Source: an optimization exercise on an open RTL-to-GDS flow (aim: small area and a short achievable clock period). Production flows keep margins and buffers that such runs may drop.
RTL that was checked went through simulation tests only; none was proved equivalent to the original.
No functional check of the RTL was part of runs 1 and 2.
Power is estimated from default activity; no workload was simulated.

## flow/constraint.sdc

```tcl
create_clock -name core_clock -period 10.0 [get_ports {clk_i}]
set_input_delay 2.0000 -clock core_clock [delete_from_list [all_inputs] [get_ports {clk_i}]]
set_output_delay 2.0000 -clock core_clock [all_outputs]
set_load 0.01 [all_outputs]
```

## flow/config.mk

```make
export PLATFORM = sky130hd
export DESIGN_NAME = output_buffer_bank
export DESIGN_NICKNAME = output_buffer_bank
export VERILOG_FILES = /design/flow/design.v
export SDC_FILE = /design/flow/constraint.sdc
export NUM_CORES = 4
export LEC_CHECK = 0
export CAP_MARGIN = 20
export CORE_MARGIN = 2
export CORE_UTILIZATION = 40
export SLEW_MARGIN = 20
export BUFFER_PORTS_ARGS = -buffer_cell sky130_fd_sc_hd__buf_1
export CTS_ARGS = -sink_clustering_enable -repair_clock_nets -dont_use_dummy_load -buf_list {sky130_fd_sc_hd__clkbuf_8} -sink_clustering_size 16 -sink_clustering_max_diameter 40
```

## flow/design.v

```verilog
module output_buffer_bank #(
   parameter int BANK_WIDTH = 32,
   parameter int DATA_W     = 32,
   parameter int ADDR_W     = 16,
   parameter int N_CH       = 8
) (
   input  logic                         clk_i,
   input  logic                         rst_sync_i,
   input  logic                         start_i,
   input  logic                         abort_i,
   input  logic [31:0]                  cfg_out_w_i,
   input  logic [31:0]                  cfg_out_h_i,
   input  logic [ADDR_W-1:0]            cfg_base_addr_i,
   input  logic [2:0]                   output_ch_sel_i,
   input  logic [BANK_WIDTH-1:0]        push_i,
   input  logic [BANK_WIDTH*DATA_W-1:0] data_in_i,
   output logic                         ob_ready_o,
   output logic [N_CH-1:0]              sram_wr_en_o,
   output logic [ADDR_W-1:0]            sram_wr_addr_o,
   output logic [DATA_W-1:0]            sram_wr_data_o,
   output logic                         frame_done_o,
   output logic                         error_o
);
   localparam int BW    = BANK_WIDTH;
   localparam int COL_W = (BANK_WIDTH > 1) ? $clog2(BANK_WIDTH) : 1;
   logic                  idle_q, coll_q, drain_q, done_q;
   logic                  idle_d, coll_d, drain_d, done_d;
   logic [COL_W-1:0]      wm1_q;           
   logic [31:0]           rem_q;           
   logic                  lastrow_q;       
   logic [2:0]            ch_q;
   logic [ADDR_W-1:0]     addr_q;
   logic [BW-1:0]         v_q, v_d;        
   logic                  full_q, full_d;  
   logic [BW-1:0][DATA_W-1:0]   fill_q;
   logic [BW-2:0][DATA_W-1:0]   drn_q;
   logic [BW-2:0]         sh_q, nsh_q;     
   logic [COL_W-1:0]      col_q;           
   logic                  rlast_q, rlast_d;  
   logic                  ready_q, rdy_o_q, ready_d;
   logic                  err_q, err_d;
   logic [N_CH-1:0]       wr_en_q;
   logic [ADDR_W-1:0]     wr_addr_q;
   logic [DATA_W-1:0]     wr_data_q;
   logic [BW-1:0]         mask, veff, st, bad;
   logic                  cfg_legal, collecting, clr, copy, nxt, issue, wr, bfull, par, nxt_d;
   always_comb begin
      for (int i = 0; i < BW; i++) mask[i] = (COL_W'(i) <= wm1_q);
   end
   assign cfg_legal  = (cfg_out_w_i != 32'd0) && (cfg_out_w_i <= 32'(BW)) && (cfg_out_h_i != 32'd0);
   assign collecting = coll_q | drain_q;
   assign clr   = coll_q & full_q;
   assign copy  = full_q & (coll_q | (rlast_q & !lastrow_q));
   assign nxt   = drain_q & !rlast_q;      
   assign issue = copy | nxt;
   assign wr    = issue & !abort_i;
   assign par   = !col_q[0];               
   assign veff  = clr ? '0 : v_q;
   assign st    = {BW{ready_q}} & push_i & mask & ~veff;
   assign bad   = collecting ? (mask & ({BW{!ready_q}} | veff)) : '1;
   assign bfull = ready_q & ((mask & ~veff & ~push_i) == '0);
   always_comb begin
      idle_d  = abort_i | done_q | (idle_q & !(start_i & cfg_legal));
      coll_d  = !abort_i & ((idle_q & start_i & cfg_legal) | (coll_q & !full_q) |
                            (rlast_q & !lastrow_q & !full_q));
      drain_d = wr;
      done_d  = !abort_i & rlast_q & lastrow_q;
      rlast_d = wr & (copy ? (wm1_q == '0) : (col_q + COL_W'(1) == wm1_q));
      nxt_d   = issue & !(copy ? (wm1_q == '0) : (col_q + COL_W'(1) == wm1_q));
      if (abort_i || !collecting) begin
         v_d    = '0;
         full_d = 1'b0;
      end else begin
         v_d    = (copy ? '0 : v_q) | st;
         full_d = (full_q & !copy) | bfull;
      end
      ready_d = coll_d | (drain_d & !full_d);
      err_d = err_q | (!abort_i & ((idle_q & start_i & !cfg_legal) | ((push_i & bad) != '0)));
   end
   always_ff @(posedge clk_i) begin
      if (rst_sync_i) begin
         idle_q    <= 1'b1;
         coll_q    <= 1'b0;
         drain_q   <= 1'b0;
         done_q    <= 1'b0;
         full_q    <= 1'b0;
         rlast_q   <= 1'b0;
         ready_q   <= 1'b0;
         rdy_o_q   <= 1'b0;
         err_q     <= 1'b0;
         wr_en_q   <= '0;
         wr_addr_q <= '0;
         wr_data_q <= '0;
      end else begin
         idle_q    <= idle_d;
         coll_q    <= coll_d;
         drain_q   <= drain_d;
         done_q    <= done_d;
         full_q    <= full_d;
         rlast_q   <= rlast_d;
         ready_q   <= ready_d;
         rdy_o_q   <= !(idle_d | done_d | (drain_d & full_d));
         err_q     <= err_d;
         wr_en_q   <= wr ? (N_CH'(1) << ch_q) : '0;
         wr_addr_q <= wr ? addr_q : '0;
         wr_data_q <= copy & !abort_i ? fill_q[0] :
                      (nxt & !abort_i ? (drn_q[0] ^ {DATA_W{par}}) : '0);
      end
   end
   always_ff @(posedge clk_i) begin
      v_q   <= v_d;
      sh_q  <= {(BW-1){nxt_d}} & mask[BW-1:1];
      nsh_q <= ~({(BW-1){nxt_d}} & mask[BW-1:1]);
      if (idle_q) begin
         wm1_q     <= COL_W'(cfg_out_w_i[COL_W-1:0] - 1'b1);
         rem_q     <= cfg_out_h_i;
         lastrow_q <= (cfg_out_h_i == 32'd1);
         ch_q      <= output_ch_sel_i;
         addr_q    <= cfg_base_addr_i;
      end else begin
         if (rlast_q) begin
            rem_q     <= rem_q - 32'd1;
            lastrow_q <= (rem_q == 32'd2);
         end
         if (issue) addr_q <= addr_q + ADDR_W'(1);
      end
      if (copy) col_q <= '0;
      else if (nxt) col_q <= col_q + COL_W'(1);
   end
   always_ff @(posedge clk_i) begin
      for (int i = 0; i < BW; i++)
         if (!v_q[i] || copy) fill_q[i] <= data_in_i[i*DATA_W +: DATA_W];
      for (int k = 0; k < BW-2; k++)
         drn_q[k] <= ~((drn_q[k+1] | {DATA_W{nsh_q[k]}}) & (fill_q[k+1] | {DATA_W{sh_q[k]}}));
      drn_q[BW-2] <= ~fill_q[BW-1];
   end
   assign ob_ready_o     = rdy_o_q;
   assign sram_wr_en_o   = wr_en_q;
   assign sram_wr_addr_o = wr_addr_q;
   assign sram_wr_data_o = wr_data_q;
   assign frame_done_o   = done_q;
   assign error_o        = err_q;
endmodule
```

## flow/standard.sh

```bash
#!/bin/bash
# synth_recipe.tcl (not shown) runs the flow's synth.tcl, then flattens the netlist and writes it again
# the make line also repeats each setting of config.mk as NAME=value (left out here)
make -C /OpenROAD-flow-scripts/flow DESIGN_CONFIG=/design/flow/config.mk WORK_HOME=/design/flow/orfs CLKGATE_MAP_FILE= SYNTH_SCRIPT=/design/flow/synth_recipe.tcl "${@:-finish}"
```

## flow/flow/run.sh

```bash
#!/bin/bash
# Own layout flow: the standard ORFS flow (standard.sh, unchanged synthesis)
# with single-strength port buffers and a lighter clock tree (clkbuf_8 only,
# no dummy loads). ORFS writes each step's log under orfs/logs; make's own
# output goes to standard.log here.
set -euo pipefail
cat >> config.mk <<'EOC'
export BUFFER_PORTS_ARGS = -buffer_cell sky130_fd_sc_hd__buf_1
export CTS_ARGS = -sink_clustering_enable -repair_clock_nets -dont_use_dummy_load -buf_list {sky130_fd_sc_hd__clkbuf_8} -sink_clustering_size 16 -sink_clustering_max_diameter 40
EOC
bash standard.sh > standard.log 2>&1
```

==> results.py, run 1 <==
metrics = {
    "worst_setup_path": {
        "end_kind": "output pin",
        "r2r_setup_slack_ns": 6.58,
        "critical_path_buf_inv_count": 1,
        "reg2reg_depth": 9,
        "critPathArrivalTime_ns": 1.67,
        "r2r_end": "nsh_q[28]",
        "crit_family": "flip-flops",
        "path_class": "reg -> out",
        "crit_slowest_cell": "dfxtp_1",
        "critPathRequiredTime_ns": 8.00,
        "crit_fanout": 1,
        "cp-start-kind": "flip-flop",
        "r2r_start": "col_q[0]",
        "worstPathCellList": "buf_1",
        "critPathMaxStageDelay_ns": 0.44,
    },
    "yosys": {
        "yosysWarnings": 1,
        "synth_flop_cell": "dfxtp_1",
        "netlist-cell-type-count": 62,
        "netlist_top_cells_area": "edfxtp_1 (48%), dfxtp_1 (34%), o22ai_1 (8.9%), clkbuf_1 (1.3%), nand2_1 (0.91%)",
        "ys_ff_latch": 2235,
        "syn_inst": 4322,
        "netlist_area_mm2": 0.06739,
        "avgSynthCellArea_um2": 15.59,
        "synth_top_area_share_pct": 48.17,
        "synth_edf_count": 1081,
        "yosysSeqAreaShare_pct": 82.45,
        "synth_top_area_cell": "edfxtp_1",
        "synthArstFlopShare_pct": 0,
        "synth_nets": 5471,
    },
    "routing": {
        "viasPerCell": 5.411,
        "vias": 42850,
        "ant_nets": 0,
        "drc_errors": 0,
        "firstDrtPassIters": 8,
        "totalWireLength_um": 226800,
        "first_iter_violations": 3942,
        "wl_per_cell_um": 28.63,
    },
    "timing": {
        "hold_viol_final": 0,
        "setup_tns_ns": 0,
        "slew_headroom_pct": 26.30,
        "fin_ws_ns": 6.333,
        "period_share_pct": 36.67,
        "setup_viol": 0,
        "slew_violations": 0,
        "tightest_slew_ns": 1.106,
        "fmax_ghz": 0.2727,
        "rsz0062_at_grt": "no",
        "post-route-min-period_ns": 3.667,
        "worst_hold_slack_ns": 0.3337,
        "worst_clock_skew_ns": 0.1087,
    },
    "cts": {
        "clk_latency_ns": 1.05,
        "clock-root-buffer": "clkbuf_8",
        "h-tree-depth": 5,
        "postCtsHoldBufs": 0,
        "tritoncts": "yes",
        "clk_pin_slew_ns": 0.10,
        "post_cts_buffers": 0,
        "clockBufferDepth": 4,
        "clock_sinks": 2235,
        "cts_buffers": 289,
        "cts_resized": 0,
    },
    "job": {
        "cap_violations": 0,
    },
    "worst_hold_path": {
        "hold_path.class": "reg -> reg",
        "worstHoldStart": "drn_q[525]",
        "min_path_cells": 1,
        "worstHoldEndpoint": "drn_q[493]",
    },
    "finish": {
        "final_cells": 7919,
        "n_fill_cell": 14860,
        "multi_input_area_mm2": 0.01074,
        "layout-drive-gt1-share_pct": 7.575,
        "utilization_pct": 47.00,
        "nets": 6788,
        "final_cell_mix": "buf_1 (1200), dfxtp_1 (1140), edfxtp_1 (1081)",
        "area_growth_pct": 16.62,
        "final_common_cell": "buf_1",
        "ff_latch_area_mm2": 0.05558,
    },
    "floorplanning": {
        "num_rows": 150,
        "ios": 1202,
        "fp.coreArea_mm2": 0.1672,
        "start_util_pct": 40.30,
        "die-height_um": 414.5,
        "fp.dieArea_mm2": 0.1718,
        "chipWidth_um": 414.5,
    },
    "placed_design": {
        "portBuffers": 1201,
        "placed_cells": 7550,
        "routabilityCongestion": 0.9110,
        "place_ws_ns": 5.487,
        "hpwlAfterDp_um": 164200,
    },
    "pwr": {
        "p_clk_share_pct": 34.2,
        "peakVddDrop_mv": 0.1363,
        "p_leak_nw": 28.38,
        "seqPwrFrac_pct": 62.9,
        "switchingPower_mw": 3.445,
        "pwr_density_cell_mw_per_mm2": 206.8,
        "p_int_mw": 12.81,
        "combPwrFrac_pct": 3.0,
        "swShare_pct": 21.20,
    },
    "grt": {
        "grt-ovfl-total": 0,
        "grt_max_degree": 83,
        "grt_pass1_wl_um": 311600,
        "grt_pass1_vias": 42590,
        "antenna_found_initial": 133,
        "grt_usage_pct": 25.55,
    },
    "outcome": {
        "status": "finished clean",
    },
}
## power by group through the flow
| stage | clock network [mW] | logic (mW) | registers [mW] |
|---|---|---|---|
| 2_1_floorplan | 0 | 0.193 | 10.3 |
| 3_3_place_gp | 0 | 0.467 | 10.4 |
| 3_5_place_dp | 0 | 0.476 | 10.4 |
| 4_1_cts | 5.67 | 0.480 | 10.2 |
| 5_1_grt | 6.02 | 0.522 | 10.3 |
| 6_report | 5.55 | 0.481 | 10.2 |
## flip-flops by register name, indices dropped and copies added (netlist names), 30 cells and up
register / cells
sh_q: 30
drn_q: 992
fill_q: 1024
rem_q: 32
v_q: 32
nsh_q: 30
wr_data_q: 32
## metrics by stage
stage          area [um^2]  total power [mW]
6_report             78590             16.25
5_1_grt              78550             16.80
4_1_cts              78350             16.37
3_5_place_dp         74370             10.89
3_3_place_gp         74350             10.88
2_1_floorplan        67390             10.51
## cells by family (layout without fill, tap and decap cells)
family / Yosys count / in the layout / synth area share, %
and+or+nand+nor: 472 / 472 / 3.431
AOI/OAI and AO/OA: 1206 / 1206 / 11.08
muxes: 2 / 2 / 0.03156
buffers and inverters: 315 / 1630 / 1.782
xor gates and xnor gates: 86 / 86 / 1.118
DFF: 2235 / 2235 / 82.45
other: 0 / 78 / 0
adders and majority gates: 6 / 6 / 0.1114
## routing by layer
metal	global-route usage (%)	vias to the layer above	wire length, um
li1	-	19030	-
met2	43.87	2006	115900
met3	6.688	512	17910
met1	30.02	21230	84270
met5	0	-	460
met4	11.47	74	8230
## final cells by class
| type | count | share of cell area [%] |
|---|---|---|
| Tap cell | 2204 | 3.509 |
| Antenna cell | 78 | 0.2484 |
| Inverter | 68 | 0.3248 |
| Multi-Input combinational cell | 1772 | 13.66 |
| Clock buffer | 289 | 5.061 |
| Timing Repair Buffer | 1273 | 6.473 |
| Sequential cell | 2235 | 70.72 |
## cell usage after synthesis, types with 5 or more instances
library cell,instances
a211oi_1,11
xnor2_1,36
a21boi_0,6
buf_1,7
o22ai_1,962
inv_1,68
or2_2,5
nor4_1,23
clkbuf_1,230
o21ai_0,68
xor2_1,50
and3_1,9
a21o_1,6
a221oi_1,9
a21oi_1,95
or4_1,6
nand2_1,163
nand2b_1,5
ha_1,6
and2_1,18
nor3_1,55
nand3_1,35
a2111oi_0,6
buf_2,9
nor2_1,88
nor2b_1,10
dfxtp_1,1154
nand4_1,31
edfxtp_1,1081
a31oi_1,11
## worst max-delay path by stage
stage | startpoint | end | slack (ns) | cells past startpoint
2_1_floorplan | cfg_out_w_i[0] | rdy_o_q | 6.13 | 8
3_3_place_gp | cfg_out_w_i[0] | rdy_o_q | 5.45 | 10
3_5_place_dp | cfg_out_w_i[0] | rdy_o_q | 5.49 | 10
4_1_cts | wr_addr_q[9] | sram_wr_addr_o[9] | 6.22 | 1
5_1_grt | wr_addr_q[9] | sram_wr_addr_o[9] | 6.24 | 1
6_report | wr_addr_q[9] | sram_wr_addr_o[9] | 6.33 | 1
==> inputs of run 2 (changes only) <==
--- a/flow/flow/run.sh
+++ b/flow/flow/run.sh
@@ -6,6 +6,6 @@
 set -euo pipefail
 cat >> config.mk <<'EOC'
 export BUFFER_PORTS_ARGS = -buffer_cell sky130_fd_sc_hd__buf_1
-export CTS_ARGS = -sink_clustering_enable -repair_clock_nets -dont_use_dummy_load -buf_list {sky130_fd_sc_hd__clkbuf_8} -sink_clustering_size 16 -sink_clustering_max_diameter 40
+export CTS_ARGS = -sink_clustering_enable -repair_clock_nets -dont_use_dummy_load -buf_list {sky130_fd_sc_hd__clkbuf_8} 
 EOC
 bash standard.sh > standard.log 2>&1
--- a/flow/config.mk
+++ b/flow/config.mk
@@ -10,4 +10,4 @@
 export CORE_UTILIZATION = 40
 export SLEW_MARGIN = 20
 export BUFFER_PORTS_ARGS = -buffer_cell sky130_fd_sc_hd__buf_1
-export CTS_ARGS = -sink_clustering_enable -repair_clock_nets -dont_use_dummy_load -buf_list {sky130_fd_sc_hd__clkbuf_8} -sink_clustering_size 16 -sink_clustering_max_diameter 40
+export CTS_ARGS = -sink_clustering_enable -repair_clock_nets -dont_use_dummy_load -buf_list {sky130_fd_sc_hd__clkbuf_8} 
==> results.py, run 2 <==
metrics = {
    "routing": {
        "drc_errors": 0,
        "firstDrtPassIters": 6,
        "totalWireLength_um": 228100,
        "wl_per_cell_um": 28.51,
        "first_iter_violations": 3851,
        "vias": 43240,
        "viasPerCell": 5.406,
        "ant_nets": 0,
    },
    "pwr": {
        "pwr_density_cell_mw_per_mm2": 214.6,
        "p_leak_nw": 28.92,
        "peakVddDrop_mv": 0.1916,
    },
    "yosys": {
        "syn_inst": 4322,
        "yosysWarnings": 1,
        "synth_nets": 5471,
        "synthArstFlopShare_pct": 0,
        "netlist_area_mm2": 0.06739,
        "synth_common_cells": "dfxtp_1 (1154), edfxtp_1 (1081), o22ai_1 (962)",
        "ys_ff_latch": 2235,
        "yosysSeqAreaShare_pct": 82.45,
        "synth_flop_cell": "dfxtp_1",
        "synth_top_area_share_pct": 48.17,
        "netlist_top_cells_area": "edfxtp_1 (48%), dfxtp_1 (34%), o22ai_1 (8.9%), clkbuf_1 (1.3%), nand2_1 (0.91%)",
        "synth_top_area_cell": "edfxtp_1",
        "synth_most_common_cell": "dfxtp_1",
        "synth_edf_count": 1081,
        "netlist-cell-type-count": 62,
        "avgSynthCellArea_um2": 15.59,
    },
    "grt": {
        "grt_pass1_wl_um": 313100,
        "grt_usage_pct": 25.68,
        "grt_pass1_vias": 43360,
        "grt-ovfl-total": 0,
        "antenna_found_initial": 131,
        "grt_max_degree": 83,
    },
    "cts": {
        "post_cts_buffers": 0,
        "clk_pin_slew_ns": 0.05,
        "clock_sinks": 2235,
        "clk_latency_ns": 1.07,
        "cts_resized": 0,
        "postCtsHoldBufs": 0,
        "cts_buffers": 366,
        "clock-root-buffer": "clkbuf_8",
        "tritoncts": "yes",
        "h-tree-depth": 5,
        "clockBufferDepth": 4,
    },
    "worst_setup_path": {
        "critical_path_buf_inv_count": 1,
        "crit_family": "flip-flops",
        "cp-start-kind": "flip-flop",
        "crit_fanout": 1,
        "r2r_setup_slack_ns": 6.61,
        "reg2reg_depth": 9,
        "crit_slowest_cell": "dfxtp_1",
        "end_kind": "output pin",
        "r2r_start": "col_q[0]",
        "critPathArrivalTime_ns": 1.65,
        "critPathRequiredTime_ns": 8.00,
        "worstPathCellList": "buf_1",
        "path_class": "reg -> out",
        "r2r_end": "nsh_q[28]",
        "critPathMaxStageDelay_ns": 0.43,
    },
    "finish": {
        "stdcell_area_mm2": 0.07964,
        "reg_top3": "fill_q (1024), drn_q (992)",
        "final_cell_mix": "buf_1 (1200), dfxtp_1 (1140), edfxtp_1 (1081)",
        "area_growth_pct": 18.18,
        "final_common_cell": "buf_1",
        "largest_reg_flops": 1024,
        "layout-drive-gt1-share_pct": 8.804,
        "nets": 6864,
        "top_register": "fill_q",
    },
    "job": {
        "cap_violations": 0,
    },
    "outcome": {
        "status": "finished clean",
    },
    "timing": {
        "fmax_ghz": 0.2737,
        "post-route-min-period_ns": 3.653,
        "rsz0062_at_grt": "no",
        "tightest_slew_ns": 1.110,
        "worst_clock_skew_ns": 0.1284,
        "period_share_pct": 36.53,
        "worst_hold_slack_ns": 0.3465,
        "setup_tns_ns": 0,
        "setup_viol": 0,
        "hold_viol_final": 0,
        "slew_headroom_pct": 25.98,
        "fin_ws_ns": 6.347,
        "slew_violations": 0,
    },
    "placed_design": {
        "portBuffers": 1201,
        "placed_area_mm2": 0.07437,
        "routabilityCongestion": 0.9110,
        "place_ws_ns": 5.487,
        "hpwlAfterDp_um": 164200,
    },
    "floorplanning": {
        "die-height_um": 414.5,
        "ios": 1202,
        "num_rows": 150,
        "fp.coreArea_mm2": 0.1672,
        "start_util_pct": 40.30,
        "fp.dieArea_mm2": 0.1718,
        "chipWidth_um": 414.5,
    },
    "worst_hold_path": {
        "worstHoldStart": "fill_q[993]",
        "hold_path.class": "reg -> reg",
        "worstHoldEndpoint": "drn_q[961]",
        "min_path_cells": 1,
    },
}
## run 2: routing by layer
layer	share of wire [%]	vias up	track usage, %
li1	-	19200	-
met4	3.5	66	11.51
met1	37	21420	29.93
met5	0.18	-	0
met2	51	2068	44.13
met3	7.9	481	7.034
## run 2: worst max-delay path by stage
stage | startpoint | end | slack, ns | cells past startpoint
6_report | wr_addr_q[9] | sram_wr_addr_o[9] | 6.35 | 1
3_3_place_gp | cfg_out_w_i[0] | rdy_o_q | 5.45 | 10
2_1_floorplan | cfg_out_w_i[0] | rdy_o_q | 6.13 | 8
4_1_cts | wr_addr_q[9] | sram_wr_addr_o[9] | 6.21 | 1
3_5_place_dp | cfg_out_w_i[0] | rdy_o_q | 5.49 | 10
5_1_grt | wr_addr_q[9] | sram_wr_addr_o[9] | 6.25 | 1
## run 2: cell families (layout without fill, tap and decap cells)
logic type,Yosys count,after routing,synth area share [%]
fa+ha+maj,6,6,0.1114
mux,2,2,0.03156
buf+inv,315,1706,1.782
simple gates,472,472,3.431
xor+xnor,86,86,1.118
flops,2235,2235,82.45
compound gates,1206,1206,11.08
other cells,0,81,0
## run 2: area by class of cell
| type | count | area, um^2 |
|---|---|---|
| fill | 14760 | 87580 |
| timing repair buffer | 1272 | 5067 |
| inverter | 68 | 255.2 |
| tap | 2204 | 2758 |
| clock buffer | 366 | 5037 |
| multi-input combinational | 1772 | 10740 |
| sequential | 2235 | 55580 |
| antenna | 81 | 202.7 |
## run 2: through the flow
stage	total power [mW]	cells	utilization (%)
floorplan	10.51	4322	-
global placement	10.88	7549	44.46
detailed placement	10.89	7550	44.48
CTS	17.22	7916	47.49
global route	17.66	7979	47.60
finish	17.09	7998	47.63
## run 2: where the power goes
group	internal [mW]	switching, mW
sequential	10.0	0.192
clock	3.22	3.16
combinational	0.219	0.263
total	13.5	3.61
==> inputs of run 3 (changes only) <==
--- a/flow/design.v
+++ b/flow/design.v
@@ -33,8 +33,9 @@
    logic [BW-1:0]         v_q, v_d;        
    logic                  full_q, full_d;  
    logic [BW-1:0][DATA_W-1:0]   fill_q;
+   logic [BW-1:0]         cp_q, ncp_q;
+   logic                  copy_d;
    logic [BW-2:0][DATA_W-1:0]   drn_q;
-   logic [BW-2:0]         sh_q, nsh_q;     
    logic [COL_W-1:0]      col_q;           
    logic                  rlast_q, rlast_d;  
    logic                  ready_q, rdy_o_q, ready_d;
@@ -43,14 +44,14 @@
    logic [ADDR_W-1:0]     wr_addr_q;
    logic [DATA_W-1:0]     wr_data_q;
    logic [BW-1:0]         mask, veff, st, bad;
-   logic                  cfg_legal, collecting, clr, copy, nxt, issue, wr, bfull, par, nxt_d;
+   logic                  cfg_legal, collecting, clr, copy, nxt, issue, wr, bfull, par;
    always_comb begin
       for (int i = 0; i < BW; i++) mask[i] = (COL_W'(i) <= wm1_q);
    end
    assign cfg_legal  = (cfg_out_w_i != 32'd0) && (cfg_out_w_i <= 32'(BW)) && (cfg_out_h_i != 32'd0);
    assign collecting = coll_q | drain_q;
    assign clr   = coll_q & full_q;
-   assign copy  = full_q & (coll_q | (rlast_q & !lastrow_q));
+   assign copy  = cp_q[0];                 
    assign nxt   = drain_q & !rlast_q;      
    assign issue = copy | nxt;
    assign wr    = issue & !abort_i;
@@ -66,7 +67,6 @@
       drain_d = wr;
       done_d  = !abort_i & rlast_q & lastrow_q;
       rlast_d = wr & (copy ? (wm1_q == '0) : (col_q + COL_W'(1) == wm1_q));
-      nxt_d   = issue & !(copy ? (wm1_q == '0) : (col_q + COL_W'(1) == wm1_q));
       if (abort_i || !collecting) begin
          v_d    = '0;
          full_d = 1'b0;
@@ -75,6 +75,7 @@
          full_d = (full_q & !copy) | bfull;
       end
       ready_d = coll_d | (drain_d & !full_d);
+      copy_d  = full_d & (coll_d | (rlast_d & !(rlast_q ? (rem_q == 32'd2) : lastrow_q)));
       err_d = err_q | (!abort_i & ((idle_q & start_i & !cfg_legal) | ((push_i & bad) != '0)));
    end
    always_ff @(posedge clk_i) begin
@@ -88,6 +89,8 @@
          ready_q   <= 1'b0;
          rdy_o_q   <= 1'b0;
          err_q     <= 1'b0;
+         cp_q      <= '0;
+         ncp_q     <= '1;
          wr_en_q   <= '0;
          wr_addr_q <= '0;
          wr_data_q <= '0;
@@ -101,6 +104,8 @@
          ready_q   <= ready_d;
          rdy_o_q   <= !(idle_d | done_d | (drain_d & full_d));
          err_q     <= err_d;
+         cp_q      <= {BW{copy_d}} & mask;
+         ncp_q     <= ~({BW{copy_d}} & mask);
          wr_en_q   <= wr ? (N_CH'(1) << ch_q) : '0;
          wr_addr_q <= wr ? addr_q : '0;
          wr_data_q <= copy & !abort_i ? fill_q[0] :
@@ -108,9 +113,7 @@
       end
    end
    always_ff @(posedge clk_i) begin
-      v_q   <= v_d;
-      sh_q  <= {(BW-1){nxt_d}} & mask[BW-1:1];
-      nsh_q <= ~({(BW-1){nxt_d}} & mask[BW-1:1]);
+      v_q <= v_d;
       if (idle_q) begin
          wm1_q     <= COL_W'(cfg_out_w_i[COL_W-1:0] - 1'b1);
          rem_q     <= cfg_out_h_i;
@@ -129,9 +132,9 @@
    end
    always_ff @(posedge clk_i) begin
       for (int i = 0; i < BW; i++)
-         if (!v_q[i] || copy) fill_q[i] <= data_in_i[i*DATA_W +: DATA_W];
+         if (!(v_q[i] & ncp_q[i])) fill_q[i] <= data_in_i[i*DATA_W +: DATA_W];
       for (int k = 0; k < BW-2; k++)
-         drn_q[k] <= ~((drn_q[k+1] | {DATA_W{nsh_q[k]}}) & (fill_q[k+1] | {DATA_W{sh_q[k]}}));
+         drn_q[k] <= ~((fill_q[k+1] | {DATA_W{ncp_q[k+1]}}) & (drn_q[k+1] | {DATA_W{cp_q[k+1]}}));
       drn_q[BW-2] <= ~fill_q[BW-1];
    end
    assign ob_ready_o     = rdy_o_q;
==> flow/run.sh (new file) <==
#!/bin/bash
# synth_recipe.tcl (not shown) runs the flow's synth.tcl, then flattens the netlist and writes it again
# the make line also repeats each setting of config.mk as NAME=value (left out here)
make -C /OpenROAD-flow-scripts/flow DESIGN_CONFIG=/design/flow/config.mk WORK_HOME=/design/flow/orfs CLKGATE_MAP_FILE= SYNTH_SCRIPT=/design/flow/synth_recipe.tcl finish
--- a/flow/config.mk
+++ b/flow/config.mk
@@ -9,5 +9,3 @@
 export CORE_MARGIN = 2
 export CORE_UTILIZATION = 40
 export SLEW_MARGIN = 20
-export BUFFER_PORTS_ARGS = -buffer_cell sky130_fd_sc_hd__buf_1
-export CTS_ARGS = -sink_clustering_enable -repair_clock_nets -dont_use_dummy_load -buf_list {sky130_fd_sc_hd__clkbuf_8} 
removed: flow/flow/run.sh
removed: flow/standard.sh
==> results.py, run 3 <==
metrics = {
    "worst_setup_path": {
        "r2r_start": "wm1_q[1]",
        "critPathRequiredTime_ns": 10.71,
        "crit_fanout": 34,
        "timing.critical_path.from": "abort_i",
        "cp-start-kind": "input port",
        "end_kind": "flip-flop",
        "path_class": "in -> reg",
        "critPathArrivalTime_ns": 5.38,
    },
    "cts": {
        "clk_pin_slew_ns": 0.06,
        "post_cts_buffers": 0,
        "clockBufferDepth": 3,
        "postCtsHoldBufs": 0,
        "clk_latency_ns": 0.87,
        "clock_sinks": 2238,
        "clock-root-buffer": "clkbuf_16",
        "cts_buffers": 213,
        "tritoncts": "yes",
        "cts_resized": 0,
        "h-tree-depth": 4,
    },
    "yosys": {
        "avgSynthCellArea_um2": 15.45,
        "synth_top_area_cell": "edfxtp_1",
        "synth_edf_count": 1080,
        "synthAdderAreaFrac_pct": 0.1104,
        "synth_xor_area_share_pct": 1.133,
        "syn_inst": 4402,
        "netlist_area_mm2": 0.06802,
        "synth_flop_cell": "dfxtp_1",
        "synth_top_area_share_pct": 47.68,
        "yosysSeqAreaShare_pct": 81.77,
        "ys_ff_latch": 2238,
        "netlist-cell-type-count": 76,
        "synth_compound_area_share_pct": 11.29,
        "synth.area.mux_share_pct": 0.03127,
        "netlist_top_cells_area": "edfxtp_1 (48%), dfxtp_1 (34%), o22ai_1 (8.9%), clkbuf_1 (1.4%), nand2_1 (0.78%)",
        "synth_nets": 5551,
        "synth_top_family_by_area": "compound AO/OA/AOI/OAI gates",
        "yosysWarnings": 1,
        "synth_most_common_cell": "dfxtp_1",
        "synth_simple_gate_area_share_pct": 3.644,
        "synth_common_cells": "dfxtp_1 (1158), edfxtp_1 (1080), o22ai_1 (964)",
        "synthArstFlopShare_pct": 0,
    },
    "pwr": {
        "p_leak_nw": 33.11,
        "swShare_pct": 20.59,
        "p_clk_share_pct": 42.6,
        "seqPwrFrac_pct": 53.2,
        "combPwrFrac_pct": 4.1,
        "pwr_density_cell_mw_per_mm2": 213.9,
        "p_int_mw": 15.24,
        "switchingPower_mw": 3.951,
        "peakVddDrop_mv": 0.1535,
    },
    "floorplanning": {
        "chipWidth_um": 416.4,
        "fp.coreArea_mm2": 0.1691,
        "start_util_pct": 40.22,
        "die-height_um": 416.4,
        "ios": 1202,
        "num_rows": 151,
        "fp.dieArea_mm2": 0.1734,
    },
    "worst_hold_path": {
        "hold_path.class": "reg -> reg",
        "worstHoldStart": "fill_q[1021]",
    },
    "timing": {
        "setup_viol": 0,
        "slew_headroom_pct": 25.77,
        "fmax_ghz": 0.2142,
        "hold_viol_final": 0,
        "setup_tns_ns": 0,
        "rsz0062_at_grt": "no",
        "slew_violations": 0,
        "period_share_pct": 46.69,
        "tightest_slew_ns": 1.113,
        "worst_clock_skew_ns": 0.03786,
        "fin_ws_ns": 5.331,
        "post-route-min-period_ns": 4.669,
    },
    "finish": {
        "largest_reg_flops": 1024,
        "final_cell_mix": "clkdlybuf4s50_1 (1200), dfxtp_1 (1138), edfxtp_1 (1080)",
        "layout-drive-gt1-share_pct": 7.964,
        "nets": 6762,
        "area_growth_pct": 31.91,
        "top_register": "fill_q",
        "final_common_cell": "clkdlybuf4s50_1",
        "reg_top3": "fill_q (1024), drn_q (992)",
    },
    "placed_design": {
        "hpwlAfterDp_um": 169700,
        "portBuffers": 1201,
        "place_ws_ns": 4.491,
        "routabilityCongestion": 0.9564,
    },
    "routing": {
        "top_layer": "met5",
        "vias": 43300,
        "viasPerCell": 5.356,
        "routed-wl-met3_um": 15540,
        "firstDrtPassIters": 5,
        "totalWireLength_um": 234000,
        "first_iter_violations": 3988,
        "m1WireLength_um": 90320,
        "wl_per_cell_um": 28.95,
        "ant_nets": 0,
        "drc_errors": 0,
        "dr_wl_met2_um": 119500,
    },
    "grt": {
        "grt_pass1_wl_um": 320100,
        "grt-ovfl-total": 0,
        "grt_usage_pct": 26.13,
        "antenna_found_initial": 109,
        "grt_pass1_vias": 42990,
        "grt_max_degree": 65,
    },
    "job": {
        "cap_violations": 0,
    },
    "outcome": {
        "status": "finished clean",
    },
}
-- run 3: cell count changes in the layout (fill, tap and decap cells not counted), sizes merged, moves of 21 or more --
cell and change:
buf -1182, clkbuf -55, clkdlybuf4s50 +1200, clkinv +60, nand2 -21, nor2 +50
nor3 -30, nor4 +27, or4 +26
-- run 3: stage by stage --
stage	cell area (um^2)	hold slack, ns	total power, mW	cells	utilization [%]
global placement	82380	0.3775	11.18	7616	48.72
CTS	89560	0.3878	19.32	8019	52.96
detailed placement	82380	0.3798	11.20	7616	48.72
global route	89690	0.3970	19.74	8071	53.04
floorplan	68020	0.3764	10.52	4402	-
finish	89720	0.3879	19.19	8084	53.06
-- run 3: area by class of cell --
cell class	count	area [um^2]
clock inverter	91	1035
fill	14120	79370
tap	2218	2775
inverter	58	217.7
sequential	2238	55640
timing repair buffer	1289	12680
multi-input combinational	1813	11070
antenna	65	162.7
clock buffer	312	6140
-- run 3: metal layers --
layer  vias to the layer above  global-route usage, %
met2                      1816                  45.22
met3                       419                  5.660
met4                        52                  10.64
li1                      19370                      -
met5                         -                      0
met1                     21640                  31.61
-- run 3: final timing paths --
| path | to | slack [ns] | depth (start not counted) |
|---|---|---|---|
| min | drn_q[989] | 0.39 | 1 |
| max reg2reg | ncp_q[6] | 5.86 | 8 |
| min reg2reg | drn_q[989] | 0.39 | 1 |
| max | ncp_q[6] | 5.33 | 10 |
-- run 3: logic make-up (layout without fill, tap and decap cells) --
| kind of cell | after synthesis | in the layout |
|---|---|---|
| adders and majority gates | 6 | 6 |
| xor gates and xnor gates | 88 | 88 |
| DFF | 2238 | 2238 |
| other | 0 | 65 |
| muxes | 2 | 2 |
| and+or+nand+nor | 501 | 501 |
| buffers and inverters | 351 | 1750 |
| AOI/OAI and AO/OA | 1216 | 1216 |
-- run 3: power by group through the flow --
stage | Sequential, mW | Clock, mW | Combinational, mW
3_5_place_dp | 10.4 | 0 | 0.790
3_3_place_gp | 10.4 | 0 | 0.781
6_report | 10.2 | 8.18 | 0.795
5_1_grt | 10.2 | 8.66 | 0.839
4_1_cts | 10.2 | 8.31 | 0.795
2_1_floorplan | 10.3 | 0 | 0.197
-- run 3: critical path, cell delays in order --
cell and delay [ns]:
clkdlybuf4s50_1 0.47, buf_4 0.23, o21ba_2 0.29, o311ai_0 0.17
a2111oi_0 0.44, nand4_1 0.21, nor3_2 0.37, a32oi_4 0.28
buf_4 0.38, or4_1 0.51

separate check: timing with driven ports:
Ports are ideal in the flow. The routed layouts listed here were re-timed in OpenROAD.
Step 1 sets driving cells, clkbuf_16 on the clock port and buf_2 on the other inputs (assumed; they add their load-dependent delay and slew).
Step 2 times the ports against the registers' clock, not the clock port: input delays grow and output delays shrink by t, the midpoint of the rising clock arrivals with the driver on.
a / b / c = ideal / step 1 / step 2; a / b = the first two.
run	t, ns	setup slack, ns	worst setup path after step 2	clock arrival spread, ns	cell pins on the clock port's net
run 1	1.075	6.333 / 6.253 / 5.423	input to register	0.121 / 0.121	1
run 2	1.083	6.347 / 6.267 / 5.424	input to register	0.132 / 0.133	1
run 3	0.927	5.331 / 5.389 / 4.462	input to register	0.048 / 0.048	1
After both steps setup and hold are still met in every run listed. For run 2, which loses most, drivers alone change the setup slack by -0.080 ns; drivers and shift together by -0.923 ns.
